From an optimization exercise on the open Yosys and OpenROAD flow, aimed at small area; shortcuts taken in it are not production practice.
In this exercise RTL edits were held to simulation tests only and were not proved equivalent to the original.
Power and IR drop assume default switching activity.

## P
Design regfile_sb, start of the top module:
module regfile_sb
#(
    parameter int DW       = cpu_pkg::CPU_DW,
    parameter int DEPTH    = 32,
    parameter int AW       = cpu_pkg::CPU_AW,
    parameter int NR       = 2,
    parameter bit ZERO_REG = 1'b1,
    parameter bit BYPASS   = 1'b1
)(
    input  logic             clk,
    input  logic             rst_n,
    input  logic             wr_en,
    input  logic [AW-1:0]    wr_addr,
    input  logic [DW-1:0]    wr_data,
    input  logic             issue_en,
    input  logic [AW-1:0]    issue_addr,
    input  logic             flush,
    input  logic [NR*AW-1:0] rd_addr,
    output logic [NR*DW-1:0] rd_data,
    output logic [NR-1:0]    rd_pending,
    output logic             sb_empty
);
==> flow/config.mk <==
export PLATFORM = sky130hd
export DESIGN_NAME = regfile_sb
export DESIGN_NICKNAME = regfile_sb
export VERILOG_FILES = /design/flow/design.v
export SDC_FILE = /design/flow/constraint.sdc
export NUM_CORES = 4
export LEC_CHECK = 0
export CAP_MARGIN = 20
export CORE_MARGIN = 2
export CORE_UTILIZATION = 40
export SLEW_MARGIN = 20
export SYNTH_HIERARCHICAL = 1
export SYNTH_MINIMUM_KEEP_SIZE = 0
==> flow/constraint.sdc <==
create_clock -name core_clock -period 8.0 [get_ports {clk}]
set_input_delay 1.6000 -clock core_clock [delete_from_list [all_inputs] [get_ports {clk}]]
set_output_delay 1.6000 -clock core_clock [all_outputs]
set_load 0.01 [all_outputs]
standard.sh (not shown) runs the stock make flow with config.mk's settings and CLKGATE_MAP_FILE= SYNTH_SCRIPT=/design/flow/synth_recipe.tcl, a recipe that flattens the netlist after the stock synthesis.
==> flow/flow/run.sh <==
#!/bin/bash
# Own layout flow: the standard flow (standard.sh, with its unchanged synthesis) with
# area-minded settings for two steps of the layout:
#  - port buffers: every input and output port still gets its own buffer, a buf_1 instead of
#    the default clkdlybuf4s50_1;
#  - clock tree: clkbuf_8 buffers in clusters of at most 12 sinks within 60 um, instead of
#    clkbuf_16, and no dummy loads; the tree stays balanced (no skew is used on purpose).
# Each step's full output is in its own log in this folder (and ORFS's logs under orfs/logs).
set -euo pipefail
bash standard.sh synth > synth.log 2>&1
bash standard.sh finish \
  "BUFFER_PORTS_ARGS=-inputs -outputs -buffer_cell sky130_fd_sc_hd__buf_1" \
  "CTS_ARGS=-sink_clustering_enable -repair_clock_nets -dont_use_dummy_load -buf_list {sky130_fd_sc_hd__clkbuf_8} -sink_clustering_size 12 -sink_clustering_max_diameter 60" \
  > layout.log 2>&1
P closes out successfully: all stages finished, all timing, DRC and antenna checks passed.
Here is what was changed in the inputs of Q compared with P.
diff --git a/flow/flow/run.sh b/flow/flow/run.sh
--- a/flow/flow/run.sh
+++ b/flow/flow/run.sh
@@ -5,3 +5,3 @@
 #    the default clkdlybuf4s50_1;
-#  - clock tree: clkbuf_8 buffers in clusters of at most 12 sinks within 60 um, instead of
+#  - clock tree: clkbuf_8 buffers in clusters of at most 16 sinks within 70 um, instead of
 #    clkbuf_16, and no dummy loads; the tree stays balanced (no skew is used on purpose).
@@ -12,3 +12,3 @@
   "BUFFER_PORTS_ARGS=-inputs -outputs -buffer_cell sky130_fd_sc_hd__buf_1" \
-  "CTS_ARGS=-sink_clustering_enable -repair_clock_nets -dont_use_dummy_load -buf_list {sky130_fd_sc_hd__clkbuf_8} -sink_clustering_size 12 -sink_clustering_max_diameter 60" \
+  "CTS_ARGS=-sink_clustering_enable -repair_clock_nets -dont_use_dummy_load -buf_list {sky130_fd_sc_hd__clkbuf_8} -sink_clustering_size 16 -sink_clustering_max_diameter 70" \
   > layout.log 2>&1
Notes after the runs:
Q vs. P: internal power consumption fell by about 2.8%, switching portion of total power rose by 0.29 points, worst hold slack after final layout rose by 0.0064 ns. The flow did not stop early for Q: all stages ran, and the layout cleared the timing, design-rule and antenna checks. There was hardly any difference in met1 usage in global routing between P and Q. Q against P: total detailed-routing wirelength roughly the same, global routing usage summed across all routing layers roughly the same. Total power of the final layout delta (Q − P): favourable.
Inputs modified between Q and R:
diff --git a/flow/flow/run.sh b/flow/flow/run.sh
--- a/flow/flow/run.sh
+++ b/flow/flow/run.sh
@@ -5,3 +5,3 @@
 #    the default clkdlybuf4s50_1;
-#  - clock tree: clkbuf_8 buffers in clusters of at most 16 sinks within 70 um, instead of
+#  - clock tree: clkbuf_8 buffers in clusters of at most 15 sinks within 65 um, instead of
 #    clkbuf_16, and no dummy loads; the tree stays balanced (no skew is used on purpose).
@@ -12,3 +12,3 @@
   "BUFFER_PORTS_ARGS=-inputs -outputs -buffer_cell sky130_fd_sc_hd__buf_1" \
-  "CTS_ARGS=-sink_clustering_enable -repair_clock_nets -dont_use_dummy_load -buf_list {sky130_fd_sc_hd__clkbuf_8} -sink_clustering_size 16 -sink_clustering_max_diameter 70" \
+  "CTS_ARGS=-sink_clustering_enable -repair_clock_nets -dont_use_dummy_load -buf_list {sky130_fd_sc_hd__clkbuf_8} -sink_clustering_size 15 -sink_clustering_max_diameter 65" \
   > layout.log 2>&1
Results
Changes observed in R relative to Q: utilization ~0 delta, total vias in the final route roughly the same. There was hardly any difference in final instance area between Q and R. Between Q and R, the difference in combinational group share of total power is negligible. Fmax: R lower than Q. Share of final-layout standard cells stronger than drive strength 1: Q vs R, no meaningful difference. | average routed wire per standard cell | R vs Q | ≈ equal |.

afterwards: timing with drivers on the ports:
No port has a modelled driver above. Below, the same layouts with a new extraction and two added sets of constraints. Step 1 assumes that a clkbuf_16 drives the clock port and a buf_2 every other input. Step 2 adds t to the input delays and takes it off the output delays; t is the mean of the earliest and latest rising clock arrival at the registers after step 1. Input paths then give back, and output paths get back, about the clock's delay inside the block. Three values: ideal ports, drivers, drivers and shift; two values: the first two.
| run | t (ns) | setup WS [ns] | pins driven straight from the clock port |
|---|---|---|---|
| P | 0.812 | 0.636 / 0.611 / 0.611 | 1 |
| Q | 0.783 | 0.677 / 0.651 / 0.651 | 1 |
| R | 0.814 | 0.608 / 0.585 / 0.585 | 1 |
After both steps setup and hold are still met in every run listed. The setup slack of Q, which loses most, moves by -0.026 ns with the drivers and by -0.026 ns with both steps.
